Background: an optimization exercise with open tools, aiming at small area, a short achievable clock period and few clock cycles per item. Do not read the settings as production practice.
RTL that was checked went through simulation tests only; none was proved equivalent to the original.
For run 1, only the layout was checked, not whether the RTL still works.

==> flow/design.v (outline; a module is shown in full before it is edited, if it fits) <==
// module conv_fa: 10 lines
// module conv_ha: 9 lines
// module conv_stream_mac: 1834 lines
module conv_stream_mac
#(
    parameter int DATA_W = 8,
    parameter int KSIZE  = 4,
    parameter int OUT_W  = 16
) (
    input  logic                          clk,
    input  logic                          rst,
    input  logic                          k_valid,
    output logic                          k_ready,
    input  logic [DATA_W-1:0]             k_data,
    input  logic                          in_valid,
    output logic                          in_ready,
    input  logic [KSIZE*KSIZE*DATA_W-1:0] in_window,
    input  logic                          relu_en,
    output logic                          out_valid,
    input  logic                          out_ready,
    output logic [OUT_W-1:0]              out_data,
    output logic                          out_neg,
    output logic                          kernel_ok
);
  // ...
==> flow/flow/run.sh <==
#!/bin/bash
# Standard layout with two changes: the port buffers are buf_2 cells instead
# of the default choice (a slow delay buffer), and clock tree synthesis builds
# the tree from clkbuf_8 cells without dummy loads, up to 14 flip-flops per leaf buffer.
set -euo pipefail
export BUFFER_PORTS_ARGS="-buffer_cell sky130_fd_sc_hd__buf_2"
export CTS_ARGS="-sink_clustering_enable -repair_clock_nets -dont_use_dummy_load -buf_list sky130_fd_sc_hd__clkbuf_8 -sink_clustering_size 14 -sink_clustering_max_diameter 80"
bash standard.sh > standard_flow.log 2>&1
==> flow/standard.sh <==
#!/bin/bash
# synth_recipe.tcl (not shown) runs the flow's synth.tcl, then flattens the netlist and writes it again
# the make line also repeats each setting of config.mk as NAME=value (left out here)
make -C /OpenROAD-flow-scripts/flow DESIGN_CONFIG=/design/flow/config.mk WORK_HOME=/design/flow/orfs CLKGATE_MAP_FILE= SYNTH_SCRIPT=/design/flow/synth_recipe.tcl "${@:-finish}"
==> flow/config.mk <==
export PLATFORM = sky130hd
export DESIGN_NAME = conv_stream_mac
export DESIGN_NICKNAME = conv_stream_mac
export VERILOG_FILES = /design/flow/design.v
export SDC_FILE = /design/flow/constraint.sdc
export NUM_CORES = 4
export LEC_CHECK = 0
export ABC_AREA = 1
export CAP_MARGIN = 20
export CORE_MARGIN = 2
export CORE_UTILIZATION = 60
export SETUP_SLACK_MARGIN = 2.7
export SLEW_MARGIN = 20
export SYNTH_HIERARCHICAL = 1
==> flow/constraint.sdc <==
create_clock -name core_clock -period 5.5 [get_ports {clk}]
set_input_delay 1.1000 -clock core_clock [delete_from_list [all_inputs] [get_ports {clk}]]
set_output_delay 1.1000 -clock core_clock [all_outputs]
set_load 0.01 [all_outputs]
==> results.sh, run 1 <==
export IMPL_outcome="complete, no violations"
export IMPL_nonClkBufAreaFrac=0.0418
export IMPL_wl_met2_um=59200
export IMPL_drt_vias_per_instance=6.04
export IMPL_min_from="cs2[7]$_DFF_P_"
export IMPL_hold_depth=0
export IMPL_synth_compound_area_frac=0.117
export IMPL_place_inst=4565
export IMPL_diodes=1
export IMPL_clockRootBuffer="clkbuf_8"
export IMPL_die_w_um=259
export IMPL_relSlewSlack=0.340
export IMPL_gp_congestion=0.996
export IMPL_port_buffer_count=162
export IMPL_end_kind="flip-flop"
export IMPL_drive_gt1_frac=0.112
export IMPL_multi_input_cells=2541
export IMPL_synth_area_leader_cell="fa_1"
export IMPL_avgSynthCellArea_um2=10.8
export IMPL_fin_util=0.660
export IMPL_area_growth_pct=8.81
export IMPL_cts_buffers_inserted=54
export IMPL_rows=93
export IMPL_endpoint="cs1[115]$_DFF_P_"
export IMPL_holdWs_ns=0.331
export IMPL_largestRegisters="cs1 (288), kern (128), cs2 (70)"
export IMPL_via_count=28600
==> run 2: changes to the inputs <==
--- a/flow/design.v
+++ b/flow/design.v
@@ -51,17 +51,17 @@
     output logic                          out_valid,
     input  logic                          out_ready,
     output logic [OUT_W-1:0]              out_data,
     output logic                          out_neg,
     output logic                          kernel_ok
 );
     logic [3:0]   cnt;
     logic [10:0]  kneg;
-    logic [127:0] kern;
+    logic [175:0] kern;
     logic         k_fire, in_fire, deliver;
     logic [2:0]   pending;
     logic         full;
     logic         kpend;
     logic [287:0] cs1;
     logic [69:0] cs2;
     logic [32:0] cs3;
     logic [3:1] pv;
@@ -83,17 +83,17 @@
             kernel_ok <= 1'b0;
         end else if (k_fire) begin
             cnt       <= cnt + 1'b1;
             kernel_ok <= (cnt == 4'd15);
         end
     end
     always_ff @(posedge clk) begin
         if (k_fire) begin
-            kern <= {k_data, kern[127:8]};
+            kern <= {k_data[7], ((k_data[7] & ~k_data[6] & ~k_data[5]) | (~k_data[7] & k_data[6] & k_data[5])), (k_data[6] ^ k_data[5]), k_data[5], ((k_data[5] & ~k_data[4] & ~k_data[3]) | (~k_data[5] & k_data[4] & k_data[3])), (k_data[4] ^ k_data[3]), k_data[3], ((k_data[3] & ~k_data[2] & ~k_data[1]) | (~k_data[3] & k_data[2] & k_data[1])), (k_data[2] ^ k_data[1]), k_data[1], k_data[0], kern[175:11]};
             kneg <= ((cnt == 4'd0) ? 11'd0 : kneg) +
                     {4'd0, k_data[7], 1'b0, k_data[5], 1'b0, k_data[3], 1'b0, k_data[1]};
         end
     end
     always_ff @(posedge clk or posedge rst) begin
         if (rst) begin
             pending <= '0;
             full    <= 1'b0;
@@ -104,208 +104,208 @@
     end
     always_ff @(posedge clk or posedge rst) begin
         if (rst) begin
             pv <= '0;
         end else begin
             pv <= {pv[2:1], in_fire};
         end
     end
-    wire one0_0 = kern[0] ^ 1'b0;
-    wire two0_0 = (kern[1] & ~kern[0] & ~1'b0) | (~kern[1] & kern[0] & 1'b0);
+    wire one0_0 = kern[0];
+    wire two0_0 = kern[1] & ~kern[0];
     wire [8:0] pp0_0 = (({9{one0_0}} & {in_window[7], in_window[7:0]}) | ({9{two0_0}} & {in_window[7:0], 1'b0})) ^ {9{kern[1]}};
-    wire one0_1 = kern[2] ^ kern[1];
-    wire two0_1 = (kern[3] & ~kern[2] & ~kern[1]) | (~kern[3] & kern[2] & kern[1]);
-    wire [8:0] pp0_1 = (({9{one0_1}} & {in_window[7], in_window[7:0]}) | ({9{two0_1}} & {in_window[7:0], 1'b0})) ^ {9{kern[3]}};
-    wire one0_2 = kern[4] ^ kern[3];
-    wire two0_2 = (kern[5] & ~kern[4] & ~kern[3]) | (~kern[5] & kern[4] & kern[3]);
-    wire [8:0] pp0_2 = (({9{one0_2}} & {in_window[7], in_window[7:0]}) | ({9{two0_2}} & {in_window[7:0], 1'b0})) ^ {9{kern[5]}};
-    wire one0_3 = kern[6] ^ kern[5];
-    wire two0_3 = (kern[7] & ~kern[6] & ~kern[5]) | (~kern[7] & kern[6] & kern[5]);
-    wire [8:0] pp0_3 = (({9{one0_3}} & {in_window[7], in_window[7:0]}) | ({9{two0_3}} & {in_window[7:0], 1'b0})) ^ {9{kern[7]}};
-    wire one1_0 = kern[8] ^ 1'b0;
-    wire two1_0 = (kern[9] & ~kern[8] & ~1'b0) | (~kern[9] & kern[8] & 1'b0);
-    wire [8:0] pp1_0 = (({9{one1_0}} & {in_window[15], in_window[15:8]}) | ({9{two1_0}} & {in_window[15:8], 1'b0})) ^ {9{kern[9]}};
-    wire one1_1 = kern[10] ^ kern[9];
-    wire two1_1 = (kern[11] & ~kern[10] & ~kern[9]) | (~kern[11] & kern[10] & kern[9]);
-    wire [8:0] pp1_1 = (({9{one1_1}} & {in_window[15], in_window[15:8]}) | ({9{two1_1}} & {in_window[15:8], 1'b0})) ^ {9{kern[11]}};
-    wire one1_2 = kern[12] ^ kern[11];
-    wire two1_2 = (kern[13] & ~kern[12] & ~kern[11]) | (~kern[13] & kern[12] & kern[11]);
-    wire [8:0] pp1_2 = (({9{one1_2}} & {in_window[15], in_window[15:8]}) | ({9{two1_2}} & {in_window[15:8], 1'b0})) ^ {9{kern[13]}};
-    wire one1_3 = kern[14] ^ kern[13];
-    wire two1_3 = (kern[15] & ~kern[14] & ~kern[13]) | (~kern[15] & kern[14] & kern[13]);
-    wire [8:0] pp1_3 = (({9{one1_3}} & {in_window[15], in_window[15:8]}) | ({9{two1_3}} & {in_window[15:8], 1'b0})) ^ {9{kern[15]}};
-    wire one2_0 = kern[16] ^ 1'b0;
-    wire two2_0 = (kern[17] & ~kern[16] & ~1'b0) | (~kern[17] & kern[16] & 1'b0);
-    wire [8:0] pp2_0 = (({9{one2_0}} & {in_window[23], in_window[23:16]}) | ({9{two2_0}} & {in_window[23:16], 1'b0})) ^ {9{kern[17]}};
-    wire one2_1 = kern[18] ^ kern[17];
-    wire two2_1 = (kern[19] & ~kern[18] & ~kern[17]) | (~kern[19] & kern[18] & kern[17]);
-    wire [8:0] pp2_1 = (({9{one2_1}} & {in_window[23], in_window[23:16]}) | ({9{two2_1}} & {in_window[23:16], 1'b0})) ^ {9{kern[19]}};
-    wire one2_2 = kern[20] ^ kern[19];
-    wire two2_2 = (kern[21] & ~kern[20] & ~kern[19]) | (~kern[21] & kern[20] & kern[19]);
-    wire [8:0] pp2_2 = (({9{one2_2}} & {in_window[23], in_window[23:16]}) | ({9{two2_2}} & {in_window[23:16], 1'b0})) ^ {9{kern[21]}};
-    wire one2_3 = kern[22] ^ kern[21];
-    wire two2_3 = (kern[23] & ~kern[22] & ~kern[21]) | (~kern[23] & kern[22] & kern[21]);
-    wire [8:0] pp2_3 = (({9{one2_3}} & {in_window[23], in_window[23:16]}) | ({9{two2_3}} & {in_window[23:16], 1'b0})) ^ {9{kern[23]}};
-    wire one3_0 = kern[24] ^ 1'b0;
-    wire two3_0 = (kern[25] & ~kern[24] & ~1'b0) | (~kern[25] & kern[24] & 1'b0);
-    wire [8:0] pp3_0 = (({9{one3_0}} & {in_window[31], in_window[31:24]}) | ({9{two3_0}} & {in_window[31:24], 1'b0})) ^ {9{kern[25]}};
-    wire one3_1 = kern[26] ^ kern[25];
-    wire two3_1 = (kern[27] & ~kern[26] & ~kern[25]) | (~kern[27] & kern[26] & kern[25]);
-    wire [8:0] pp3_1 = (({9{one3_1}} & {in_window[31], in_window[31:24]}) | ({9{two3_1}} & {in_window[31:24], 1'b0})) ^ {9{kern[27]}};
-    wire one3_2 = kern[28] ^ kern[27];
-    wire two3_2 = (kern[29] & ~kern[28] & ~kern[27]) | (~kern[29] & kern[28] & kern[27]);
-    wire [8:0] pp3_2 = (({9{one3_2}} & {in_window[31], in_window[31:24]}) | ({9{two3_2}} & {in_window[31:24], 1'b0})) ^ {9{kern[29]}};
-    wire one3_3 = kern[30] ^ kern[29];
-    wire two3_3 = (kern[31] & ~kern[30] & ~kern[29]) | (~kern[31] & kern[30] & kern[29]);
-    wire [8:0] pp3_3 = (({9{one3_3}} & {in_window[31], in_window[31:24]}) | ({9{two3_3}} & {in_window[31:24], 1'b0})) ^ {9{kern[31]}};
-    wire one4_0 = kern[32] ^ 1'b0;
-    wire two4_0 = (kern[33] & ~kern[32] & ~1'b0) | (~kern[33] & kern[32] & 1'b0);
-    wire [8:0] pp4_0 = (({9{one4_0}} & {in_window[39], in_window[39:32]}) | ({9{two4_0}} & {in_window[39:32], 1'b0})) ^ {9{kern[33]}};
-    wire one4_1 = kern[34] ^ kern[33];
-    wire two4_1 = (kern[35] & ~kern[34] & ~kern[33]) | (~kern[35] & kern[34] & kern[33]);
-    wire [8:0] pp4_1 = (({9{one4_1}} & {in_window[39], in_window[39:32]}) | ({9{two4_1}} & {in_window[39:32], 1'b0})) ^ {9{kern[35]}};
-    wire one4_2 = kern[36] ^ kern[35];
-    wire two4_2 = (kern[37] & ~kern[36] & ~kern[35]) | (~kern[37] & kern[36] & kern[35]);
-    wire [8:0] pp4_2 = (({9{one4_2}} & {in_window[39], in_window[39:32]}) | ({9{two4_2}} & {in_window[39:32], 1'b0})) ^ {9{kern[37]}};
-    wire one4_3 = kern[38] ^ kern[37];
-    wire two4_3 = (kern[39] & ~kern[38] & ~kern[37]) | (~kern[39] & kern[38] & kern[37]);
-    wire [8:0] pp4_3 = (({9{one4_3}} & {in_window[39], in_window[39:32]}) | ({9{two4_3}} & {in_window[39:32], 1'b0})) ^ {9{kern[39]}};
-    wire one5_0 = kern[40] ^ 1'b0;
-    wire two5_0 = (kern[41] & ~kern[40] & ~1'b0) | (~kern[41] & kern[40] & 1'b0);
-    wire [8:0] pp5_0 = (({9{one5_0}} & {in_window[47], in_window[47:40]}) | ({9{two5_0}} & {in_window[47:40], 1'b0})) ^ {9{kern[41]}};
-    wire one5_1 = kern[42] ^ kern[41];
-    wire two5_1 = (kern[43] & ~kern[42] & ~kern[41]) | (~kern[43] & kern[42] & kern[41]);
-    wire [8:0] pp5_1 = (({9{one5_1}} & {in_window[47], in_window[47:40]}) | ({9{two5_1}} & {in_window[47:40], 1'b0})) ^ {9{kern[43]}};
-    wire one5_2 = kern[44] ^ kern[43];
-    wire two5_2 = (kern[45] & ~kern[44] & ~kern[43]) | (~kern[45] & kern[44] & kern[43]);
-    wire [8:0] pp5_2 = (({9{one5_2}} & {in_window[47], in_window[47:40]}) | ({9{two5_2}} & {in_window[47:40], 1'b0})) ^ {9{kern[45]}};
-    wire one5_3 = kern[46] ^ kern[45];
-    wire two5_3 = (kern[47] & ~kern[46] & ~kern[45]) | (~kern[47] & kern[46] & kern[45]);
-    wire [8:0] pp5_3 = (({9{one5_3}} & {in_window[47], in_window[47:40]}) | ({9{two5_3}} & {in_window[47:40], 1'b0})) ^ {9{kern[47]}};
-    wire one6_0 = kern[48] ^ 1'b0;
-    wire two6_0 = (kern[49] & ~kern[48] & ~1'b0) | (~kern[49] & kern[48] & 1'b0);
-    wire [8:0] pp6_0 = (({9{one6_0}} & {in_window[55], in_window[55:48]}) | ({9{two6_0}} & {in_window[55:48], 1'b0})) ^ {9{kern[49]}};
-    wire one6_1 = kern[50] ^ kern[49];
-    wire two6_1 = (kern[51] & ~kern[50] & ~kern[49]) | (~kern[51] & kern[50] & kern[49]);
-    wire [8:0] pp6_1 = (({9{one6_1}} & {in_window[55], in_window[55:48]}) | ({9{two6_1}} & {in_window[55:48], 1'b0})) ^ {9{kern[51]}};
-    wire one6_2 = kern[52] ^ kern[51];
-    wire two6_2 = (kern[53] & ~kern[52] & ~kern[51]) | (~kern[53] & kern[52] & kern[51]);
-    wire [8:0] pp6_2 = (({9{one6_2}} & {in_window[55], in_window[55:48]}) | ({9{two6_2}} & {in_window[55:48], 1'b0})) ^ {9{kern[53]}};
-    wire one6_3 = kern[54] ^ kern[53];
-    wire two6_3 = (kern[55] & ~kern[54] & ~kern[53]) | (~kern[55] & kern[54] & kern[53]);
-    wire [8:0] pp6_3 = (({9{one6_3}} & {in_window[55], in_window[55:48]}) | ({9{two6_3}} & {in_window[55:48], 1'b0})) ^ {9{kern[55]}};
-    wire one7_0 = kern[56] ^ 1'b0;
-    wire two7_0 = (kern[57] & ~kern[56] & ~1'b0) | (~kern[57] & kern[56] & 1'b0);
-    wire [8:0] pp7_0 = (({9{one7_0}} & {in_window[63], in_window[63:56]}) | ({9{two7_0}} & {in_window[63:56], 1'b0})) ^ {9{kern[57]}};
-    wire one7_1 = kern[58] ^ kern[57];
-    wire two7_1 = (kern[59] & ~kern[58] & ~kern[57]) | (~kern[59] & kern[58] & kern[57]);
-    wire [8:0] pp7_1 = (({9{one7_1}} & {in_window[63], in_window[63:56]}) | ({9{two7_1}} & {in_window[63:56], 1'b0})) ^ {9{kern[59]}};
-    wire one7_2 = kern[60] ^ kern[59];
-    wire two7_2 = (kern[61] & ~kern[60] & ~kern[59]) | (~kern[61] & kern[60] & kern[59]);
-    wire [8:0] pp7_2 = (({9{one7_2}} & {in_window[63], in_window[63:56]}) | ({9{two7_2}} & {in_window[63:56], 1'b0})) ^ {9{kern[61]}};
-    wire one7_3 = kern[62] ^ kern[61];
-    wire two7_3 = (kern[63] & ~kern[62] & ~kern[61]) | (~kern[63] & kern[62] & kern[61]);
-    wire [8:0] pp7_3 = (({9{one7_3}} & {in_window[63], in_window[63:56]}) | ({9{two7_3}} & {in_window[63:56], 1'b0})) ^ {9{kern[63]}};
-    wire one8_0 = kern[64] ^ 1'b0;
-    wire two8_0 = (kern[65] & ~kern[64] & ~1'b0) | (~kern[65] & kern[64] & 1'b0);
-    wire [8:0] pp8_0 = (({9{one8_0}} & {in_window[71], in_window[71:64]}) | ({9{two8_0}} & {in_window[71:64], 1'b0})) ^ {9{kern[65]}};
-    wire one8_1 = kern[66] ^ kern[65];
-    wire two8_1 = (kern[67] & ~kern[66] & ~kern[65]) | (~kern[67] & kern[66] & kern[65]);
-    wire [8:0] pp8_1 = (({9{one8_1}} & {in_window[71], in_window[71:64]}) | ({9{two8_1}} & {in_window[71:64], 1'b0})) ^ {9{kern[67]}};
-    wire one8_2 = kern[68] ^ kern[67];
-    wire two8_2 = (kern[69] & ~kern[68] & ~kern[67]) | (~kern[69] & kern[68] & kern[67]);
-    wire [8:0] pp8_2 = (({9{one8_2}} & {in_window[71], in_window[71:64]}) | ({9{two8_2}} & {in_window[71:64], 1'b0})) ^ {9{kern[69]}};
-    wire one8_3 = kern[70] ^ kern[69];
-    wire two8_3 = (kern[71] & ~kern[70] & ~kern[69]) | (~kern[71] & kern[70] & kern[69]);
-    wire [8:0] pp8_3 = (({9{one8_3}} & {in_window[71], in_window[71:64]}) | ({9{two8_3}} & {in_window[71:64], 1'b0})) ^ {9{kern[71]}};
-    wire one9_0 = kern[72] ^ 1'b0;
-    wire two9_0 = (kern[73] & ~kern[72] & ~1'b0) | (~kern[73] & kern[72] & 1'b0);
-    wire [8:0] pp9_0 = (({9{one9_0}} & {in_window[79], in_window[79:72]}) | ({9{two9_0}} & {in_window[79:72], 1'b0})) ^ {9{kern[73]}};
-    wire one9_1 = kern[74] ^ kern[73];
-    wire two9_1 = (kern[75] & ~kern[74] & ~kern[73]) | (~kern[75] & kern[74] & kern[73]);
-    wire [8:0] pp9_1 = (({9{one9_1}} & {in_window[79], in_window[79:72]}) | ({9{two9_1}} & {in_window[79:72], 1'b0})) ^ {9{kern[75]}};
-    wire one9_2 = kern[76] ^ kern[75];
-    wire two9_2 = (kern[77] & ~kern[76] & ~kern[75]) | (~kern[77] & kern[76] & kern[75]);
-    wire [8:0] pp9_2 = (({9{one9_2}} & {in_window[79], in_window[79:72]}) | ({9{two9_2}} & {in_window[79:72], 1'b0})) ^ {9{kern[77]}};
-    wire one9_3 = kern[78] ^ kern[77];
-    wire two9_3 = (kern[79] & ~kern[78] & ~kern[77]) | (~kern[79] & kern[78] & kern[77]);
-    wire [8:0] pp9_3 = (({9{one9_3}} & {in_window[79], in_window[79:72]}) | ({9{two9_3}} & {in_window[79:72], 1'b0})) ^ {9{kern[79]}};
-    wire one10_0 = kern[80] ^ 1'b0;
-    wire two10_0 = (kern[81] & ~kern[80] & ~1'b0) | (~kern[81] & kern[80] & 1'b0);
-    wire [8:0] pp10_0 = (({9{one10_0}} & {in_window[87], in_window[87:80]}) | ({9{two10_0}} & {in_window[87:80], 1'b0})) ^ {9{kern[81]}};
-    wire one10_1 = kern[82] ^ kern[81];
-    wire two10_1 = (kern[83] & ~kern[82] & ~kern[81]) | (~kern[83] & kern[82] & kern[81]);
-    wire [8:0] pp10_1 = (({9{one10_1}} & {in_window[87], in_window[87:80]}) | ({9{two10_1}} & {in_window[87:80], 1'b0})) ^ {9{kern[83]}};
-    wire one10_2 = kern[84] ^ kern[83];
-    wire two10_2 = (kern[85] & ~kern[84] & ~kern[83]) | (~kern[85] & kern[84] & kern[83]);
-    wire [8:0] pp10_2 = (({9{one10_2}} & {in_window[87], in_window[87:80]}) | ({9{two10_2}} & {in_window[87:80], 1'b0})) ^ {9{kern[85]}};
-    wire one10_3 = kern[86] ^ kern[85];
-    wire two10_3 = (kern[87] & ~kern[86] & ~kern[85]) | (~kern[87] & kern[86] & kern[85]);
-    wire [8:0] pp10_3 = (({9{one10_3}} & {in_window[87], in_window[87:80]}) | ({9{two10_3}} & {in_window[87:80], 1'b0})) ^ {9{kern[87]}};
-    wire one11_0 = kern[88] ^ 1'b0;
-    wire two11_0 = (kern[89] & ~kern[88] & ~1'b0) | (~kern[89] & kern[88] & 1'b0);
-    wire [8:0] pp11_0 = (({9{one11_0}} & {in_window[95], in_window[95:88]}) | ({9{two11_0}} & {in_window[95:88], 1'b0})) ^ {9{kern[89]}};
-    wire one11_1 = kern[90] ^ kern[89];
-    wire two11_1 = (kern[91] & ~kern[90] & ~kern[89]) | (~kern[91] & kern[90] & kern[89]);
-    wire [8:0] pp11_1 = (({9{one11_1}} & {in_window[95], in_window[95:88]}) | ({9{two11_1}} & {in_window[95:88], 1'b0})) ^ {9{kern[91]}};
-    wire one11_2 = kern[92] ^ kern[91];
-    wire two11_2 = (kern[93] & ~kern[92] & ~kern[91]) | (~kern[93] & kern[92] & kern[91]);
-    wire [8:0] pp11_2 = (({9{one11_2}} & {in_window[95], in_window[95:88]}) | ({9{two11_2}} & {in_window[95:88], 1'b0})) ^ {9{kern[93]}};
-    wire one11_3 = kern[94] ^ kern[93];
-    wire two11_3 = (kern[95] & ~kern[94] & ~kern[93]) | (~kern[95] & kern[94] & kern[93]);
-    wire [8:0] pp11_3 = (({9{one11_3}} & {in_window[95], in_window[95:88]}) | ({9{two11_3}} & {in_window[95:88], 1'b0})) ^ {9{kern[95]}};
-    wire one12_0 = kern[96] ^ 1'b0;
-    wire two12_0 = (kern[97] & ~kern[96] & ~1'b0) | (~kern[97] & kern[96] & 1'b0);
-    wire [8:0] pp12_0 = (({9{one12_0}} & {in_window[103], in_window[103:96]}) | ({9{two12_0}} & {in_window[103:96], 1'b0})) ^ {9{kern[97]}};
-    wire one12_1 = kern[98] ^ kern[97];
-    wire two12_1 = (kern[99] & ~kern[98] & ~kern[97]) | (~kern[99] & kern[98] & kern[97]);
-    wire [8:0] pp12_1 = (({9{one12_1}} & {in_window[103], in_window[103:96]}) | ({9{two12_1}} & {in_window[103:96], 1'b0})) ^ {9{kern[99]}};
-    wire one12_2 = kern[100] ^ kern[99];
-    wire two12_2 = (kern[101] & ~kern[100] & ~kern[99]) | (~kern[101] & kern[100] & kern[99]);
-    wire [8:0] pp12_2 = (({9{one12_2}} & {in_window[103], in_window[103:96]}) | ({9{two12_2}} & {in_window[103:96], 1'b0})) ^ {9{kern[101]}};
-    wire one12_3 = kern[102] ^ kern[101];
-    wire two12_3 = (kern[103] & ~kern[102] & ~kern[101]) | (~kern[103] & kern[102] & kern[101]);
-    wire [8:0] pp12_3 = (({9{one12_3}} & {in_window[103], in_window[103:96]}) | ({9{two12_3}} & {in_window[103:96], 1'b0})) ^ {9{kern[103]}};
-    wire one13_0 = kern[104] ^ 1'b0;
-    wire two13_0 = (kern[105] & ~kern[104] & ~1'b0) | (~kern[105] & kern[104] & 1'b0);
-    wire [8:0] pp13_0 = (({9{one13_0}} & {in_window[111], in_window[111:104]}) | ({9{two13_0}} & {in_window[111:104], 1'b0})) ^ {9{kern[105]}};
-    wire one13_1 = kern[106] ^ kern[105];
-    wire two13_1 = (kern[107] & ~kern[106] & ~kern[105]) | (~kern[107] & kern[106] & kern[105]);
-    wire [8:0] pp13_1 = (({9{one13_1}} & {in_window[111], in_window[111:104]}) | ({9{two13_1}} & {in_window[111:104], 1'b0})) ^ {9{kern[107]}};
-    wire one13_2 = kern[108] ^ kern[107];
-    wire two13_2 = (kern[109] & ~kern[108] & ~kern[107]) | (~kern[109] & kern[108] & kern[107]);
-    wire [8:0] pp13_2 = (({9{one13_2}} & {in_window[111], in_window[111:104]}) | ({9{two13_2}} & {in_window[111:104], 1'b0})) ^ {9{kern[109]}};
-    wire one13_3 = kern[110] ^ kern[109];
-    wire two13_3 = (kern[111] & ~kern[110] & ~kern[109]) | (~kern[111] & kern[110] & kern[109]);
-    wire [8:0] pp13_3 = (({9{one13_3}} & {in_window[111], in_window[111:104]}) | ({9{two13_3}} & {in_window[111:104], 1'b0})) ^ {9{kern[111]}};
-    wire one14_0 = kern[112] ^ 1'b0;
-    wire two14_0 = (kern[113] & ~kern[112] & ~1'b0) | (~kern[113] & kern[112] & 1'b0);
-    wire [8:0] pp14_0 = (({9{one14_0}} & {in_window[119], in_window[119:112]}) | ({9{two14_0}} & {in_window[119:112], 1'b0})) ^ {9{kern[113]}};
-    wire one14_1 = kern[114] ^ kern[113];
-    wire two14_1 = (kern[115] & ~kern[114] & ~kern[113]) | (~kern[115] & kern[114] & kern[113]);
-    wire [8:0] pp14_1 = (({9{one14_1}} & {in_window[119], in_window[119:112]}) | ({9{two14_1}} & {in_window[119:112], 1'b0})) ^ {9{kern[115]}};
-    wire one14_2 = kern[116] ^ kern[115];
-    wire two14_2 = (kern[117] & ~kern[116] & ~kern[115]) | (~kern[117] & kern[116] & kern[115]);
-    wire [8:0] pp14_2 = (({9{one14_2}} & {in_window[119], in_window[119:112]}) | ({9{two14_2}} & {in_window[119:112], 1'b0})) ^ {9{kern[117]}};
-    wire one14_3 = kern[118] ^ kern[117];
-    wire two14_3 = (kern[119] & ~kern[118] & ~kern[117]) | (~kern[119] & kern[118] & kern[117]);
-    wire [8:0] pp14_3 = (({9{one14_3}} & {in_window[119], in_window[119:112]}) | ({9{two14_3}} & {in_window[119:112], 1'b0})) ^ {9{kern[119]}};
-    wire one15_0 = kern[120] ^ 1'b0;
-    wire two15_0 = (kern[121] & ~kern[120] & ~1'b0) | (~kern[121] & kern[120] & 1'b0);
-    wire [8:0] pp15_0 = (({9{one15_0}} & {in_window[127], in_window[127:120]}) | ({9{two15_0}} & {in_window[127:120], 1'b0})) ^ {9{kern[121]}};
-    wire one15_1 = kern[122] ^ kern[121];
-    wire two15_1 = (kern[123] & ~kern[122] & ~kern[121]) | (~kern[123] & kern[122] & kern[121]);
-    wire [8:0] pp15_1 = (({9{one15_1}} & {in_window[127], in_window[127:120]}) | ({9{two15_1}} & {in_window[127:120], 1'b0})) ^ {9{kern[123]}};
-    wire one15_2 = kern[124] ^ kern[123];
-    wire two15_2 = (kern[125] & ~kern[124] & ~kern[123]) | (~kern[125] & kern[124] & kern[123]);
-    wire [8:0] pp15_2 = (({9{one15_2}} & {in_window[127], in_window[127:120]}) | ({9{two15_2}} & {in_window[127:120], 1'b0})) ^ {9{kern[125]}};
-    wire one15_3 = kern[126] ^ kern[125];
-    wire two15_3 = (kern[127] & ~kern[126] & ~kern[125]) | (~kern[127] & kern[126] & kern[125]);
-    wire [8:0] pp15_3 = (({9{one15_3}} & {in_window[127], in_window[127:120]}) | ({9{two15_3}} & {in_window[127:120], 1'b0})) ^ {9{kern[127]}};
+    wire one0_1 = kern[2];
+    wire two0_1 = kern[3];
+    wire [8:0] pp0_1 = (({9{one0_1}} & {in_window[7], in_window[7:0]}) | ({9{two0_1}} & {in_window[7:0], 1'b0})) ^ {9{kern[4]}};
+    wire one0_2 = kern[5];
+    wire two0_2 = kern[6];
+    wire [8:0] pp0_2 = (({9{one0_2}} & {in_window[7], in_window[7:0]}) | ({9{two0_2}} & {in_window[7:0], 1'b0})) ^ {9{kern[7]}};
+    wire one0_3 = kern[8];
+    wire two0_3 = kern[9];
+    wire [8:0] pp0_3 = (({9{one0_3}} & {in_window[7], in_window[7:0]}) | ({9{two0_3}} & {in_window[7:0], 1'b0})) ^ {9{kern[10]}};
+    wire one1_0 = kern[11];
+    wire two1_0 = kern[12] & ~kern[11];
+    wire [8:0] pp1_0 = (({9{one1_0}} & {in_window[15], in_window[15:8]}) | ({9{two1_0}} & {in_window[15:8], 1'b0})) ^ {9{kern[12]}};
+    wire one1_1 = kern[13];
+    wire two1_1 = kern[14];
+    wire [8:0] pp1_1 = (({9{one1_1}} & {in_window[15], in_window[15:8]}) | ({9{two1_1}} & {in_window[15:8], 1'b0})) ^ {9{kern[15]}};
+    wire one1_2 = kern[16];
+    wire two1_2 = kern[17];
+    wire [8:0] pp1_2 = (({9{one1_2}} & {in_window[15], in_window[15:8]}) | ({9{two1_2}} & {in_window[15:8], 1'b0})) ^ {9{kern[18]}};
+    wire one1_3 = kern[19];
+    wire two1_3 = kern[20];
+    wire [8:0] pp1_3 = (({9{one1_3}} & {in_window[15], in_window[15:8]}) | ({9{two1_3}} & {in_window[15:8], 1'b0})) ^ {9{kern[21]}};
+    wire one2_0 = kern[22];
+    wire two2_0 = kern[23] & ~kern[22];
+    wire [8:0] pp2_0 = (({9{one2_0}} & {in_window[23], in_window[23:16]}) | ({9{two2_0}} & {in_window[23:16], 1'b0})) ^ {9{kern[23]}};
+    wire one2_1 = kern[24];
+    wire two2_1 = kern[25];
+    wire [8:0] pp2_1 = (({9{one2_1}} & {in_window[23], in_window[23:16]}) | ({9{two2_1}} & {in_window[23:16], 1'b0})) ^ {9{kern[26]}};
+    wire one2_2 = kern[27];
+    wire two2_2 = kern[28];
+    wire [8:0] pp2_2 = (({9{one2_2}} & {in_window[23], in_window[23:16]}) | ({9{two2_2}} & {in_window[23:16], 1'b0})) ^ {9{kern[29]}};
+    wire one2_3 = kern[30];
+    wire two2_3 = kern[31];
+    wire [8:0] pp2_3 = (({9{one2_3}} & {in_window[23], in_window[23:16]}) | ({9{two2_3}} & {in_window[23:16], 1'b0})) ^ {9{kern[32]}};
+    wire one3_0 = kern[33];
+    wire two3_0 = kern[34] & ~kern[33];
+    wire [8:0] pp3_0 = (({9{one3_0}} & {in_window[31], in_window[31:24]}) | ({9{two3_0}} & {in_window[31:24], 1'b0})) ^ {9{kern[34]}};
+    wire one3_1 = kern[35];
+    wire two3_1 = kern[36];
+    wire [8:0] pp3_1 = (({9{one3_1}} & {in_window[31], in_window[31:24]}) | ({9{two3_1}} & {in_window[31:24], 1'b0})) ^ {9{kern[37]}};
+    wire one3_2 = kern[38];
+    wire two3_2 = kern[39];
+    wire [8:0] pp3_2 = (({9{one3_2}} & {in_window[31], in_window[31:24]}) | ({9{two3_2}} & {in_window[31:24], 1'b0})) ^ {9{kern[40]}};
+    wire one3_3 = kern[41];
+    wire two3_3 = kern[42];
+    wire [8:0] pp3_3 = (({9{one3_3}} & {in_window[31], in_window[31:24]}) | ({9{two3_3}} & {in_window[31:24], 1'b0})) ^ {9{kern[43]}};
+    wire one4_0 = kern[44];
+    wire two4_0 = kern[45] & ~kern[44];
+    wire [8:0] pp4_0 = (({9{one4_0}} & {in_window[39], in_window[39:32]}) | ({9{two4_0}} & {in_window[39:32], 1'b0})) ^ {9{kern[45]}};
+    wire one4_1 = kern[46];
+    wire two4_1 = kern[47];
+    wire [8:0] pp4_1 = (({9{one4_1}} & {in_window[39], in_window[39:32]}) | ({9{two4_1}} & {in_window[39:32], 1'b0})) ^ {9{kern[48]}};
+    wire one4_2 = kern[49];
+    wire two4_2 = kern[50];
+    wire [8:0] pp4_2 = (({9{one4_2}} & {in_window[39], in_window[39:32]}) | ({9{two4_2}} & {in_window[39:32], 1'b0})) ^ {9{kern[51]}};
+    wire one4_3 = kern[52];
+    wire two4_3 = kern[53];
+    wire [8:0] pp4_3 = (({9{one4_3}} & {in_window[39], in_window[39:32]}) | ({9{two4_3}} & {in_window[39:32], 1'b0})) ^ {9{kern[54]}};
+    wire one5_0 = kern[55];
+    wire two5_0 = kern[56] & ~kern[55];
+    wire [8:0] pp5_0 = (({9{one5_0}} & {in_window[47], in_window[47:40]}) | ({9{two5_0}} & {in_window[47:40], 1'b0})) ^ {9{kern[56]}};
+    wire one5_1 = kern[57];
+    wire two5_1 = kern[58];
+    wire [8:0] pp5_1 = (({9{one5_1}} & {in_window[47], in_window[47:40]}) | ({9{two5_1}} & {in_window[47:40], 1'b0})) ^ {9{kern[59]}};
+    wire one5_2 = kern[60];
+    wire two5_2 = kern[61];
+    wire [8:0] pp5_2 = (({9{one5_2}} & {in_window[47], in_window[47:40]}) | ({9{two5_2}} & {in_window[47:40], 1'b0})) ^ {9{kern[62]}};
+    wire one5_3 = kern[63];
+    wire two5_3 = kern[64];
+    wire [8:0] pp5_3 = (({9{one5_3}} & {in_window[47], in_window[47:40]}) | ({9{two5_3}} & {in_window[47:40], 1'b0})) ^ {9{kern[65]}};
+    wire one6_0 = kern[66];
+    wire two6_0 = kern[67] & ~kern[66];
+    wire [8:0] pp6_0 = (({9{one6_0}} & {in_window[55], in_window[55:48]}) | ({9{two6_0}} & {in_window[55:48], 1'b0})) ^ {9{kern[67]}};
+    wire one6_1 = kern[68];
+    wire two6_1 = kern[69];
+    wire [8:0] pp6_1 = (({9{one6_1}} & {in_window[55], in_window[55:48]}) | ({9{two6_1}} & {in_window[55:48], 1'b0})) ^ {9{kern[70]}};
+    wire one6_2 = kern[71];
+    wire two6_2 = kern[72];
+    wire [8:0] pp6_2 = (({9{one6_2}} & {in_window[55], in_window[55:48]}) | ({9{two6_2}} & {in_window[55:48], 1'b0})) ^ {9{kern[73]}};
+    wire one6_3 = kern[74];
+    wire two6_3 = kern[75];
+    wire [8:0] pp6_3 = (({9{one6_3}} & {in_window[55], in_window[55:48]}) | ({9{two6_3}} & {in_window[55:48], 1'b0})) ^ {9{kern[76]}};
+    wire one7_0 = kern[77];
+    wire two7_0 = kern[78] & ~kern[77];
+    wire [8:0] pp7_0 = (({9{one7_0}} & {in_window[63], in_window[63:56]}) | ({9{two7_0}} & {in_window[63:56], 1'b0})) ^ {9{kern[78]}};
+    wire one7_1 = kern[79];
+    wire two7_1 = kern[80];
+    wire [8:0] pp7_1 = (({9{one7_1}} & {in_window[63], in_window[63:56]}) | ({9{two7_1}} & {in_window[63:56], 1'b0})) ^ {9{kern[81]}};
+    wire one7_2 = kern[82];
+    wire two7_2 = kern[83];
+    wire [8:0] pp7_2 = (({9{one7_2}} & {in_window[63], in_window[63:56]}) | ({9{two7_2}} & {in_window[63:56], 1'b0})) ^ {9{kern[84]}};
+    wire one7_3 = kern[85];
+    wire two7_3 = kern[86];
+    wire [8:0] pp7_3 = (({9{one7_3}} & {in_window[63], in_window[63:56]}) | ({9{two7_3}} & {in_window[63:56], 1'b0})) ^ {9{kern[87]}};
+    wire one8_0 = kern[88];
+    wire two8_0 = kern[89] & ~kern[88];
+    wire [8:0] pp8_0 = (({9{one8_0}} & {in_window[71], in_window[71:64]}) | ({9{two8_0}} & {in_window[71:64], 1'b0})) ^ {9{kern[89]}};
+    wire one8_1 = kern[90];
+    wire two8_1 = kern[91];
+    wire [8:0] pp8_1 = (({9{one8_1}} & {in_window[71], in_window[71:64]}) | ({9{two8_1}} & {in_window[71:64], 1'b0})) ^ {9{kern[92]}};
+    wire one8_2 = kern[93];
+    wire two8_2 = kern[94];
+    wire [8:0] pp8_2 = (({9{one8_2}} & {in_window[71], in_window[71:64]}) | ({9{two8_2}} & {in_window[71:64], 1'b0})) ^ {9{kern[95]}};
+    wire one8_3 = kern[96];
+    wire two8_3 = kern[97];
+    wire [8:0] pp8_3 = (({9{one8_3}} & {in_window[71], in_window[71:64]}) | ({9{two8_3}} & {in_window[71:64], 1'b0})) ^ {9{kern[98]}};
+    wire one9_0 = kern[99];
+    wire two9_0 = kern[100] & ~kern[99];
+    wire [8:0] pp9_0 = (({9{one9_0}} & {in_window[79], in_window[79:72]}) | ({9{two9_0}} & {in_window[79:72], 1'b0})) ^ {9{kern[100]}};
+    wire one9_1 = kern[101];
+    wire two9_1 = kern[102];
+    wire [8:0] pp9_1 = (({9{one9_1}} & {in_window[79], in_window[79:72]}) | ({9{two9_1}} & {in_window[79:72], 1'b0})) ^ {9{kern[103]}};
+    wire one9_2 = kern[104];
+    wire two9_2 = kern[105];
+    wire [8:0] pp9_2 = (({9{one9_2}} & {in_window[79], in_window[79:72]}) | ({9{two9_2}} & {in_window[79:72], 1'b0})) ^ {9{kern[106]}};
+    wire one9_3 = kern[107];
+    wire two9_3 = kern[108];
+    wire [8:0] pp9_3 = (({9{one9_3}} & {in_window[79], in_window[79:72]}) | ({9{two9_3}} & {in_window[79:72], 1'b0})) ^ {9{kern[109]}};
+    wire one10_0 = kern[110];
+    wire two10_0 = kern[111] & ~kern[110];
+    wire [8:0] pp10_0 = (({9{one10_0}} & {in_window[87], in_window[87:80]}) | ({9{two10_0}} & {in_window[87:80], 1'b0})) ^ {9{kern[111]}};
+    wire one10_1 = kern[112];
+    wire two10_1 = kern[113];
+    wire [8:0] pp10_1 = (({9{one10_1}} & {in_window[87], in_window[87:80]}) | ({9{two10_1}} & {in_window[87:80], 1'b0})) ^ {9{kern[114]}};
+    wire one10_2 = kern[115];
+    wire two10_2 = kern[116];
+    wire [8:0] pp10_2 = (({9{one10_2}} & {in_window[87], in_window[87:80]}) | ({9{two10_2}} & {in_window[87:80], 1'b0})) ^ {9{kern[117]}};
+    wire one10_3 = kern[118];
+    wire two10_3 = kern[119];
+    wire [8:0] pp10_3 = (({9{one10_3}} & {in_window[87], in_window[87:80]}) | ({9{two10_3}} & {in_window[87:80], 1'b0})) ^ {9{kern[120]}};
+    wire one11_0 = kern[121];
+    wire two11_0 = kern[122] & ~kern[121];
+    wire [8:0] pp11_0 = (({9{one11_0}} & {in_window[95], in_window[95:88]}) | ({9{two11_0}} & {in_window[95:88], 1'b0})) ^ {9{kern[122]}};
+    wire one11_1 = kern[123];
+    wire two11_1 = kern[124];
+    wire [8:0] pp11_1 = (({9{one11_1}} & {in_window[95], in_window[95:88]}) | ({9{two11_1}} & {in_window[95:88], 1'b0})) ^ {9{kern[125]}};
+    wire one11_2 = kern[126];
+    wire two11_2 = kern[127];
+    wire [8:0] pp11_2 = (({9{one11_2}} & {in_window[95], in_window[95:88]}) | ({9{two11_2}} & {in_window[95:88], 1'b0})) ^ {9{kern[128]}};
+    wire one11_3 = kern[129];
+    wire two11_3 = kern[130];
+    wire [8:0] pp11_3 = (({9{one11_3}} & {in_window[95], in_window[95:88]}) | ({9{two11_3}} & {in_window[95:88], 1'b0})) ^ {9{kern[131]}};
+    wire one12_0 = kern[132];
+    wire two12_0 = kern[133] & ~kern[132];
+    wire [8:0] pp12_0 = (({9{one12_0}} & {in_window[103], in_window[103:96]}) | ({9{two12_0}} & {in_window[103:96], 1'b0})) ^ {9{kern[133]}};
+    wire one12_1 = kern[134];
+    wire two12_1 = kern[135];
+    wire [8:0] pp12_1 = (({9{one12_1}} & {in_window[103], in_window[103:96]}) | ({9{two12_1}} & {in_window[103:96], 1'b0})) ^ {9{kern[136]}};
+    wire one12_2 = kern[137];
+    wire two12_2 = kern[138];
+    wire [8:0] pp12_2 = (({9{one12_2}} & {in_window[103], in_window[103:96]}) | ({9{two12_2}} & {in_window[103:96], 1'b0})) ^ {9{kern[139]}};
+    wire one12_3 = kern[140];
+    wire two12_3 = kern[141];
+    wire [8:0] pp12_3 = (({9{one12_3}} & {in_window[103], in_window[103:96]}) | ({9{two12_3}} & {in_window[103:96], 1'b0})) ^ {9{kern[142]}};
+    wire one13_0 = kern[143];
+    wire two13_0 = kern[144] & ~kern[143];
+    wire [8:0] pp13_0 = (({9{one13_0}} & {in_window[111], in_window[111:104]}) | ({9{two13_0}} & {in_window[111:104], 1'b0})) ^ {9{kern[144]}};
+    wire one13_1 = kern[145];
+    wire two13_1 = kern[146];
+    wire [8:0] pp13_1 = (({9{one13_1}} & {in_window[111], in_window[111:104]}) | ({9{two13_1}} & {in_window[111:104], 1'b0})) ^ {9{kern[147]}};
+    wire one13_2 = kern[148];
+    wire two13_2 = kern[149];
+    wire [8:0] pp13_2 = (({9{one13_2}} & {in_window[111], in_window[111:104]}) | ({9{two13_2}} & {in_window[111:104], 1'b0})) ^ {9{kern[150]}};
+    wire one13_3 = kern[151];
+    wire two13_3 = kern[152];
+    wire [8:0] pp13_3 = (({9{one13_3}} & {in_window[111], in_window[111:104]}) | ({9{two13_3}} & {in_window[111:104], 1'b0})) ^ {9{kern[153]}};
+    wire one14_0 = kern[154];
+    wire two14_0 = kern[155] & ~kern[154];
+    wire [8:0] pp14_0 = (({9{one14_0}} & {in_window[119], in_window[119:112]}) | ({9{two14_0}} & {in_window[119:112], 1'b0})) ^ {9{kern[155]}};
+    wire one14_1 = kern[156];
+    wire two14_1 = kern[157];
+    wire [8:0] pp14_1 = (({9{one14_1}} & {in_window[119], in_window[119:112]}) | ({9{two14_1}} & {in_window[119:112], 1'b0})) ^ {9{kern[158]}};
+    wire one14_2 = kern[159];
+    wire two14_2 = kern[160];
+    wire [8:0] pp14_2 = (({9{one14_2}} & {in_window[119], in_window[119:112]}) | ({9{two14_2}} & {in_window[119:112], 1'b0})) ^ {9{kern[161]}};
+    wire one14_3 = kern[162];
+    wire two14_3 = kern[163];
+    wire [8:0] pp14_3 = (({9{one14_3}} & {in_window[119], in_window[119:112]}) | ({9{two14_3}} & {in_window[119:112], 1'b0})) ^ {9{kern[164]}};
+    wire one15_0 = kern[165];
+    wire two15_0 = kern[166] & ~kern[165];
+    wire [8:0] pp15_0 = (({9{one15_0}} & {in_window[127], in_window[127:120]}) | ({9{two15_0}} & {in_window[127:120], 1'b0})) ^ {9{kern[166]}};
+    wire one15_1 = kern[167];
+    wire two15_1 = kern[168];
+    wire [8:0] pp15_1 = (({9{one15_1}} & {in_window[127], in_window[127:120]}) | ({9{two15_1}} & {in_window[127:120], 1'b0})) ^ {9{kern[169]}};
+    wire one15_2 = kern[170];
+    wire two15_2 = kern[171];
+    wire [8:0] pp15_2 = (({9{one15_2}} & {in_window[127], in_window[127:120]}) | ({9{two15_2}} & {in_window[127:120], 1'b0})) ^ {9{kern[172]}};
+    wire one15_3 = kern[173];
+    wire two15_3 = kern[174];
+    wire [8:0] pp15_3 = (({9{one15_3}} & {in_window[127], in_window[127:120]}) | ({9{two15_3}} & {in_window[127:120], 1'b0})) ^ {9{kern[175]}};
     wire l0w0f0s, l0w0f0c;
     conv_fa u_l0w0f0 (.a(kneg[0]), .b(pp0_0[0]), .c(pp1_0[0]), .s(l0w0f0s), .co(l0w0f0c));
     wire l0w0f1s, l0w0f1c;
     conv_fa u_l0w0f1 (.a(pp2_0[0]), .b(pp3_0[0]), .c(pp4_0[0]), .s(l0w0f1s), .co(l0w0f1c));
     wire l0w0f2s, l0w0f2c;
     conv_fa u_l0w0f2 (.a(pp5_0[0]), .b(pp6_0[0]), .c(pp7_0[0]), .s(l0w0f2s), .co(l0w0f2c));
     wire l0w0f3s, l0w0f3c;
     conv_fa u_l0w0f3 (.a(pp8_0[0]), .b(pp9_0[0]), .c(pp10_0[0]), .s(l0w0f3s), .co(l0w0f3c));
==> flow/flow/run.sh (replaced) <==
#!/bin/bash
# Standard layout with two changes: the port buffers are buf_2 cells instead
# of the default choice (a slow delay buffer), and clock tree synthesis builds
# the tree from clkbuf_8 cells without dummy loads.
set -euo pipefail
export BUFFER_PORTS_ARGS="-buffer_cell sky130_fd_sc_hd__buf_2"
export CTS_ARGS="-sink_clustering_enable -repair_clock_nets -dont_use_dummy_load -buf_list sky130_fd_sc_hd__clkbuf_8"
bash standard.sh > standard_flow.log 2>&1
--- a/flow/config.mk
+++ b/flow/config.mk
@@ -4,11 +4,11 @@
 export VERILOG_FILES = /design/flow/design.v
 export SDC_FILE = /design/flow/constraint.sdc
 export NUM_CORES = 4
 export LEC_CHECK = 0
 export ABC_AREA = 1
 export CAP_MARGIN = 20
 export CORE_MARGIN = 2
 export CORE_UTILIZATION = 60
-export SETUP_SLACK_MARGIN = 2.7
+export SETUP_SLACK_MARGIN = 2.9
 export SLEW_MARGIN = 20
 export SYNTH_HIERARCHICAL = 1
==> run 2 against run 1 <==
Effect of this change:
- still clean on timing, DRC and antenna
- sequential share of layout area rose by 1.7 points
- critical path depth is 1 lower
- worst hold slack got worse by 0.033 ns
- synthesized cell count decreased by 11%
- global-route usage decreased by 0.94 points
- flip-flop and latch count grew 48
- setup slack better by 0.11 ns
- largest cell class unchanged
- highest routed layer is now met4
==> results.sh, run 2 <==
export IMPL_crit_family="buffers and inverters"
export IMPL_regMostFlops="cs1"
export IMPL_fin_crit_sh=0.482
export IMPL_dpl_instance_area_um2=42300
export IMPL_critical_path_startpoint="out_ready"
export IMPL_synth_area_leader_cell="fa_1"
export IMPL_drt_initial_drc_count=3172
export IMPL_min_period_ns=2.65
export IMPL_overflow=0
export IMPL_drv_cap=0
export IMPL_async_flop_share=0.0256
export IMPL_antenna_left=0
export IMPL_synth_commonest_cells="fa_1 (560), xor2_1 (512), o22ai_1 (433)"
export IMPL_synth_seq_cells=663
export IMPL_start_kind="primary input"
export IMPL_gp_congestion=1.01
export IMPL_final_common_cell="fa_1"
export IMPL_drive_gt1_frac=0.210
export IMPL_dp_slack_ns=2.24
export IMPL_synth_top_cell_area_share=0.285
export IMPL_seq_area_frac_synth=0.405
export IMPL_end_kind="output pin"
export IMPL_avgSynthCellArea_um2=12.2
export IMPL_finalSetupViolCount=0
export IMPL_die_h_um=260
export IMPL_worstSetupPathType="primary input to output pin"
export IMPL_clkTransAtPathRegs_ns=0.06
export IMPL_path_buf_inv=3
export IMPL_r2r_start="cs1[66]$_DFF_P_"
export IMPL_h_tree_depth=3
export IMPL_antenna_found_initial=0
export IMPL_rows=93
export IMPL_core_um2=64600
export IMPL_finalWorstSetupSlack_ns=2.85
export IMPL_hold_class="flip-flop to flip-flop"
export IMPL_final_cell_count_no_fill=4344
export IMPL_die_area_um2=67500
export IMPL_crit_path_max_incr_delay_ns=0.14
export IMPL_wl_per_cell_um=27.9
export IMPL_rsz0062_at_grt="yes"
export IMPL_ys_top_cells_by_area="fa_1 (29%), dfxtp_1 (20%), edfxtp_1 (19%), xor2_1 (11%), o22ai_1 (6.9%)"
export IMPL_hold_buffers=0
export IMPL_grt_use_total=0.367
export IMPL_yosysUniqueCellTypes=35
export IMPL_finalNetCount=4220
export IMPL_place_inst=4178
export IMPL_tightest_slew_ns=0.980
export IMPL_max_freq_mhz=377
export IMPL_largestRegisters="cs1 (288), kern (176), cs2 (70)"
export IMPL_final_cell_mix="fa_1 (534), xor2_1 (504), dfxtp_1 (357), o22ai_1 (271), inv_1 (257)"
export IMPL_min_from="cs2[1]$_DFF_P_"
export IMPL_dr_pass1_iters=5
export IMPL_clockRootBuffer="clkbuf_8"
export IMPL_grt_pass1_wl_um=178000
export IMPL_ctsLongestPathBuffers=3
export IMPL_synth_most_common_cell="fa_1"
export IMPL_yosys_warnings=7
export IMPL_diodes=0
export IMPL_cp_slowest_cell="buf_2"
export IMPL_area_growth_pct=13.7
export IMPL_drt_total_wl_um=121000
export IMPL_final_cell_area_um2=44600
export IMPL_synth_area_um2=39300
export IMPL_synth_edf_count=255
export IMPL_grt_pass1_vias=27400
export IMPL_worstPathCellList="buf_4 > inv_1 > a21oi_2 > buf_2"
export IMPL_synthFlopType="dfxtp_1"
export IMPL_arrival_ns=1.55
export IMPL_clock_skew_ns=0.0915
export IMPL_cts_buffers_inserted=108
export IMPL_num_io_pins=163
export IMPL_outcome="complete, no violations"
export IMPL_drc=0
export IMPL_hold_viol=0
export IMPL_final_setup_tns_ns=0
export IMPL_required_ns=4.40
export IMPL_relSlewSlack=0.346
export IMPL_port_buffer_count=162
export IMPL_clock_latency_ns=0.74
export IMPL_initial_utilization=0.608
export IMPL_cts_sinks=663
export IMPL_netlist_instances=3231
export IMPL_largest_register_ffs=288
export IMPL_via_count=26300
export IMPL_cts_tree="built"
export IMPL_dp_hpwl_um=96900
export IMPL_drt_vias_per_instance=6.06
export IMPL_maxSlewViolCount=0
export IMPL_grt_max_degree=98
export IMPL_die_w_um=260
export IMPL_crit_fanout=5
export IMPL_fillers=4538
run 2: cell count changes after synthesis, sizes merged, moves of 48 or more:
cell / delta
nor2: -188
nand2: -171
a21oi: -143
xor2: +98
o21ai: -97
o22ai: +96
a211oi: -48
edfxtp: +48
xnor2: +48
run 2: metal layers:
| metal | GRT usage | vias to the layer above | share of wire |
|---|---|---|---|
| li1 | - | 11200 | - |
| met1 | 0.503 | 13500 | 0.39 |
| met2 | 0.592 | 1414 | 0.48 |
| met3 | 0.0774 | 235 | 0.091 |
| met4 | 0.115 | 0 | 0.038 |
| met5 | 0 | - | 0 |
run 2: per-module statistics from Yosys (local to each module, per instance):
| module | copies in the design | cells |
|---|---|---|
| conv_fa | 558 | 1 |
| conv_ha | 6 | 1 |
| conv_stream_mac | 1 | 2667 |
run 2: per-stage QoR:
stage / util / hold slack, ns
detailed placement: 0.654 / 0.313
finish: 0.691 / 0.298
floorplan: - / 0.310
global route: 0.691 / 0.306
CTS: 0.683 / 0.292
global placement: 0.654 / 0.315
run 2: worst reg2reg max path: stages (launching register included):
cell and delay [ns]:
dfxtp_1 0.33, fa_2 0.67, fa_2 0.51, fa_1 0.54, fa_1 0.43
run 2: final timing paths:
path / to / slack, ns / cells after the start
setup / recovery: in_ready / 2.85 / 4
hold / removal: cs3[1]$_DFF_P_ / 0.30 / 0
setup reg to reg: cs2[8]$_DFF_P_ / 2.87 / 4
hold reg to reg: cs3[1]$_DFF_P_ / 0.30 / 0
max in group asynchronous: qv[1]$_DFF_PP0_ / 4.66 / 2
min in group asynchronous: pending[1]$_DFFE_PP0P_ / 0.44 / 2
run 2: repair_timing:
action | in CTS | in global routing
resized for setup | 47 | 87
buffers inserted | 24 | 32
pin swaps | 24 | 44
endpoints found under the setup margin | 106 | 136
gates cloned | 1 | 1
run 2: final cells by class:
type / instances / area, um^2 / area share
multi-input combinational: 2136 / 23100 / 0.518
tap: 855 / 1070 / 0.0240
sequential: 663 / 16000 / 0.358
clock buffer: 108 / 1490 / 0.0333
timing repair buffer: 222 / 1340 / 0.0301
inverter: 360 / 1660 / 0.0372
run 2: kinds of logic (layout without fill, tap and decap cells):
group	Yosys count	count (layout)	share of synthesized area
XOR/XNOR	566	566	0.126
other	1	4	0.0000955
multiplexers	5	5	0.00143
AO/OA/AOI/OAI	595	596	0.0915
AND/OR/NAND/NOR	378	378	0.0397
flip-flops	663	663	0.405
adder cells (fa/ha/maj)	587	587	0.294
buffers and inverters	436	690	0.0418
Testbench counts of run 2, summed over its fixed seeds: cycles 7,632, items 7,200.
==> run 3: changes to the inputs <==
--- a/flow/config.mk
+++ b/flow/config.mk
@@ -10,5 +10,5 @@
 export CORE_MARGIN = 2
 export CORE_UTILIZATION = 60
-export SETUP_SLACK_MARGIN = 2.9
+export SETUP_SLACK_MARGIN = 3.0
 export SLEW_MARGIN = 20
 export SYNTH_HIERARCHICAL = 1
==> run 3 against run 2 <==
Effect of this change:
- count of clock-buffer cells in the layout down 3
- still clean on timing, DRC and antenna
- via count up 0.32%
- synthesized area unchanged
- sequential share of layout area down 0.80 points
- critical endpoint is now cs2[28]$_DFF_P_
==> results.sh, run 3 <==
export IMPL_grt_use_total=0.367
export IMPL_port_buffer_count=162
export IMPL_place_inst=4177
export IMPL_synthFlopType="dfxtp_1"
export IMPL_gp_congestion=1.00
export IMPL_clkTransAtPathRegs_ns=0.06
export IMPL_die_area_um2=67500
export IMPL_grt_pass1_wl_um=179000
export IMPL_drt_total_wl_um=123000
export IMPL_maxSlewViolCount=0
export IMPL_end_kind="flip-flop"
export IMPL_hold_viol=0
export IMPL_via_count=26400
export IMPL_crit_fanout=1
export IMPL_synth_top_cell_area_share=0.285
export IMPL_finalSetupViolCount=0
export IMPL_clockRootBuffer="clkbuf_8"
export IMPL_ys_top_cells_by_area="fa_1 (29%), dfxtp_1 (20%), edfxtp_1 (19%), xor2_1 (11%), o22ai_1 (6.9%)"
export IMPL_hold_depth=0
export IMPL_dp_hpwl_um=96500
export IMPL_worstSetupPathType="flip-flop to flip-flop"
export IMPL_regMostFlops="cs1"
export IMPL_required_ns=6.06
export IMPL_hold_class="flip-flop to flip-flop"
export IMPL_ctsLongestPathBuffers=3
export IMPL_synth_edf_count=255
export IMPL_fin_crit_sh=0.470
export IMPL_rows=93
export IMPL_synth_area_um2=39300
export IMPL_final_cell_mix="xor2_1 (501), fa_1 (461), dfxtp_1 (322), edfxtp_1 (255)"
export IMPL_area_growth_pct=16.6
export IMPL_seq_area_frac_synth=0.405
export IMPL_avgSynthCellArea_um2=12.2
export IMPL_drive_gt1_frac=0.286
export IMPL_antenna_left=0
export IMPL_final_cell_count_no_fill=4362
export IMPL_initial_utilization=0.608
export IMPL_synth_area_leader_cell="fa_1"
export IMPL_start_kind="flip-flop"
export IMPL_r2r_cells=4
export IMPL_synth_seq_cells=663
export IMPL_die_w_um=260
export IMPL_grt_pass1_vias=27500
export IMPL_overflow=0
export IMPL_largestRegisters="cs1 (288), kern (176), cs2 (70)"
export IMPL_async_flop_share=0.0256
export IMPL_cts_sinks=663
export IMPL_holdWs_ns=0.275
export IMPL_final_common_cell="xor2_1"
export IMPL_finalNetCount=4237
export IMPL_hold_buffers=0
export IMPL_relSlewSlack=0.242
export IMPL_final_setup_tns_ns=0
export IMPL_max_freq_mhz=387
export IMPL_dr_pass1_iters=6
export IMPL_synth_commonest_cells="fa_1 (560), xor2_1 (512), o22ai_1 (433)"
export IMPL_wl_per_cell_um=28.1
export IMPL_drc=0
export IMPL_outcome="complete, no violations"
export IMPL_drv_cap=0
export IMPL_clock_skew_ns=0.105
export IMPL_cts_buffers_inserted=105
export IMPL_num_io_pins=163
export IMPL_arrival_ns=3.14
export IMPL_h_tree_depth=3
export IMPL_yosysUniqueCellTypes=35
export IMPL_core_um2=64600
export IMPL_min_period_ns=2.58
export IMPL_rsz0062_at_grt="yes"
export IMPL_netlist_instances=3231
export IMPL_drt_initial_drc_count=2940
export IMPL_drt_vias_per_instance=6.05
export IMPL_tightest_slew_ns=1.14
export IMPL_clock_latency_ns=0.76
export IMPL_cts_tree="built"
export IMPL_yosys_warnings=7
export IMPL_grt_max_degree=177
export IMPL_synth_most_common_cell="fa_1"
export IMPL_largest_register_ffs=288
export IMPL_antenna_found_initial=2
export IMPL_die_h_um=260
## run 3: final timing paths
check / start / end / slack, ns
min reg2reg: cs2[7]$_DFF_P_ / cs3[4]$_DFF_P_ / 0.28
max: cs1[181]$_DFF_P_ / cs2[28]$_DFF_P_ / 2.92
min: cs2[7]$_DFF_P_ / cs3[4]$_DFF_P_ / 0.28
max in group asynchronous: rst / kernel_ok$_DFFE_PP0P_ / 4.58
max reg2reg: cs1[181]$_DFF_P_ / cs2[28]$_DFF_P_ / 2.92
min in group asynchronous: rst / qv[2]$_DFF_PP0_ / 0.43
## run 3: kinds of logic (layout without fill, tap and decap cells)
family | after synthesis | count (layout) | synth area share
xor gates and xnor gates | 566 | 566 | 0.126
and+or+nand+nor | 378 | 378 | 0.0397
other | 1 | 5 | 0.0000955
DFF | 663 | 663 | 0.405
adders and majority gates | 587 | 587 | 0.294
buffers and inverters | 436 | 706 | 0.0418
AOI/OAI and AO/OA | 595 | 597 | 0.0915
muxes | 5 | 5 | 0.00143
## run 3: worst max-delay path: stages (launching register included)
cell and delay, ns:
dfxtp_1 0.32, fa_2 0.63, fa_1 0.45, fa_2 0.55, fa_1 0.42
## run 3: layout make-up
class,count,area [um^2]
clock buffers,105,1450
fillers,4450,18800
repair buffers,241,1520
diodes,1,2.50
inverters,360,1720
multi-input cells,2137,24000
well taps,855,1070
flip-flops and latches,663,16000
## run 3: per-layer routing
layer | share of wire | global-route usage | up-vias
met2 | 0.47 | 0.585 | 1370
met5 | 0 | 0 | -
met4 | 0.044 | 0.138 | 0
met1 | 0.40 | 0.506 | 13500
li1 | - | - | 11200
met3 | 0.087 | 0.0660 | 268
## run 3: metrics by stage
stage / util / setup slack, ns / cell area [um^2]
after floorplan: - / 1.14 / 41300
after global placement: 0.664 / 2.07 / 42900
after detailed placement: 0.664 / 2.14 / 42900
after CTS: 0.695 / 2.91 / 44900
after global routing: 0.709 / 2.86 / 45800
final: 0.709 / 2.92 / 45800
## run 3: Yosys stat by module, one instance, submodules excluded
module	flip-flops and latches	cells inside	copies in the design	area (um^2)
conv_stream_mac	663	2667	1	28000
conv_ha	0	1	6	12.5
conv_fa	0	1	558	20.0
## run 3: what timing repair did
item	4_1_cts	5_1_grt
resized for setup	125	139
setup endpoints to repair	139	159
setup buffers	32	44
pin swaps	69	81
cloned	1	2
==> run 4: changes to the inputs <==
--- a/flow/config.mk
+++ b/flow/config.mk
@@ -10,5 +10,5 @@
 export CORE_MARGIN = 2
 export CORE_UTILIZATION = 60
-export SETUP_SLACK_MARGIN = 3.0
+export SETUP_SLACK_MARGIN = 2.5
 export SLEW_MARGIN = 20
 export SYNTH_HIERARCHICAL = 1
==> run 4 against run 3 <==
Effect of this change:
- cell area fell by 7.2%
- via count fell by 2.4%
- worst hold slack improved by 0.041 ns
- global-route usage fell by 0.89 points
- first-iteration DRC count fell by 7.1%
- final cell count fell by 1.6%
- critical endpoint is now in_ready
- synthesized cell count did not move
- still clean
- highest routed layer unchanged
- count of clock-buffer cells in the layout rose by 4
- die area did not move
==> results.sh, run 4 <==
export IMPL_ff_latch_area_um2=15900
export IMPL_final_cell_mix="fa_1 (560), xor2_1 (512), o22ai_1 (432), dfxtp_1 (391), inv_1 (354)"
export IMPL_fillers=4881
export IMPL_rows=93
export IMPL_netlist_instances=3231
export IMPL_gr_usage_met2=0.570
export IMPL_start_kind="flip-flop"
export IMPL_ctsLongestPathBuffers=3
export IMPL_die_w_um=260
export IMPL_yosys_warnings=7
export IMPL_rsz0062_at_grt="no"
export IMPL_clock_skew_ns=0.102
export IMPL_grt_pass1_vias=26500
export IMPL_area_growth_pct=8.27
export IMPL_fin_crit_sh=0.513
export IMPL_use_met1=0.497
export IMPL_core_um2=64600
export IMPL_max_freq_mhz=354
export IMPL_clock_latency_ns=0.76
export IMPL_dp_slack_ns=2.17
export IMPL_avgSynthCellArea_um2=12.2
export IMPL_cts_buffers_inserted=109
export IMPL_holdWs_ns=0.317
export IMPL_h_tree_depth=3
export IMPL_r2r_cells=12
export IMPL_synth_commonest_cells="fa_1 (560), xor2_1 (512), o22ai_1 (433)"
export IMPL_worstPathCellList="inv_1 > nand2_1 > a21oi_1 > buf_2"
export IMPL_wl_per_cell_um=27.5
export IMPL_endpoint="in_ready"
export IMPL_r2r_start="cnt[0]$_DFFE_PP0P_"
export IMPL_async_flop_share=0.0256
export IMPL_use_met3=0.0691
export IMPL_grt_max_degree=105
export IMPL_seq_area_frac_synth=0.405
export IMPL_ys_top_cells_by_area="fa_1 (29%), dfxtp_1 (20%), edfxtp_1 (19%), xor2_1 (11%), o22ai_1 (6.9%)"
export IMPL_r2r_end="kneg[9]$_DFFE_PP_"
export IMPL_port_buffer_count=162
export IMPL_min_period_ns=2.82
export IMPL_initial_utilization=0.608
export IMPL_critical_path_startpoint="kpend$_DFF_PP0_"
export IMPL_arrival_ns=1.72
export IMPL_worstSetupPathType="flip-flop to output pin"
export IMPL_antenna_found_initial=2
export IMPL_regMostFlops="cs1"
export IMPL_drc=0
export IMPL_yosysUniqueCellTypes=35
export IMPL_synth_edf_count=255
export IMPL_gp_congestion=1.04
export IMPL_num_io_pins=163
export IMPL_synth_area_um2=39300
export IMPL_tightest_slew_ns=1.03
export IMPL_final_common_cell="fa_1"
export IMPL_outcome="complete, no violations"
export IMPL_finalSetupViolCount=0
export IMPL_clockRootBuffer="clkbuf_8"
export IMPL_required_ns=4.40
export IMPL_dr_pass1_iters=5
export IMPL_antenna_left=0
export IMPL_end_kind="output pin"
export IMPL_clkTransAtPathRegs_ns=0.06
export IMPL_cts_tree="built"
export IMPL_maxSlewViolCount=0
export IMPL_finalNetCount=4167
export IMPL_synth_top_cell_area_share=0.285
export IMPL_hold_viol=0
export IMPL_drv_cap=0
export IMPL_hold_class="flip-flop to flip-flop"
export IMPL_largestRegisters="cs1 (288), kern (176), cs2 (70)"
## run 4: logic make-up after synthesis
group,Yosys count,synth area share
AND/OR/NAND/NOR,378,0.0397
other,1,0.0000955
AO/OA/AOI/OAI,595,0.0915
flip-flops,663,0.405
buffers and inverters,436,0.0418
multiplexers,5,0.00143
XOR/XNOR,566,0.126
adder cells (fa/ha/maj),587,0.294
## run 4: worst min-delay path by stage
stage | start | end | slack (ns) | cells past startpoint
5_1_grt | cs2[7]$_DFF_P_ | cs3[4]$_DFF_P_ | 0.31 | 0
2_1_floorplan | cs2[0]$_DFF_P_ | cs3[0]$_DFF_P_ | 0.31 | 0
6_report | cs2[0]$_DFF_P_ | cs3[0]$_DFF_P_ | 0.32 | 0
3_5_place_dp | cs2[1]$_DFF_P_ | cs3[1]$_DFF_P_ | 0.32 | 0
3_3_place_gp | cs2[1]$_DFF_P_ | cs3[1]$_DFF_P_ | 0.32 | 0
4_1_cts | cs2[0]$_DFF_P_ | cs3[0]$_DFF_P_ | 0.32 | 0
## run 4: repair_timing
action	CTS	global route
buffers inserted	0	2
endpoints found under the setup margin	0	56
resized for setup	0	4
hold buffers	0	0
## run 4: metrics by stage
step           area, um^2  cells
2_1_floorplan       39300   3234
4_1_cts             42500   4288
6_report            42500   4292
3_5_place_dp        41000   4179
5_1_grt             42500   4292
3_3_place_gp        41000   4179
## run 4: routing by layer
layer  share of wire  wire length [um]
met2            0.48             56100
met3           0.085             10100
met5               0                 0
met4           0.038              4460
met1            0.40             47200
## run 4: modules after synthesis (local to each module, per instance)
module,copies in the design,flip-flops and latches,area [um^2]
conv_ha,6,0,12.5
conv_fa,558,0,20.0
conv_stream_mac,1,663,28000
## run 4: area by class of cell
cell class              count  area share
well taps                 855      0.0252
diodes                      1   0.0000589
repair buffers            168      0.0210
multi-input cells        2136       0.512
inverters                 360      0.0319
flip-flops and latches    663       0.374
clock buffers             109      0.0353
## run 4: worst max-delay path: cells and delay by family, from the launching register on
| kind | cells | cell delay, ns |
|---|---|---|
| AOI/OAI and AO/OA | 1 | 0.23 |
| buffers and inverters | 2 | 0.22 |
| and+or+nand+nor | 1 | 0.22 |
| DFF | 1 | 0.37 |

[what the ideal ports hide]
How much do the figures lean on ideal ports? The routed layouts below were timed once more, with nothing changed but the port constraints. Step 1 sets driving cells, clkbuf_16 on the clock port and buf_2 on the other inputs (assumed; they add their load-dependent delay and slew). Step 2, shift: input delay + t, output delay - t, t = (earliest + latest rising clock arrival at the registers) / 2. This alone moves slack from input paths to output paths. a / b / c = ideal ports / drivers / drivers and shift; a / b = the first two.
run	t, ns	setup slack, ns	slew at the worst register clock pin (ns)
run 1	0.722	2.742 / 2.702 / 2.173	0.11 / 0.11
run 2	0.756	2.847 / 2.808 / 2.167	0.07 / 0.07
run 3	0.762	2.918 / 2.880 / 2.289	0.07 / 0.07
run 4	0.773	2.677 / 2.609 / 2.161	0.06 / 0.06
After both steps every run listed still meets setup and hold. For run 2, which loses most, drivers alone change the setup slack by -0.039 ns; drivers and shift together by -0.680 ns.
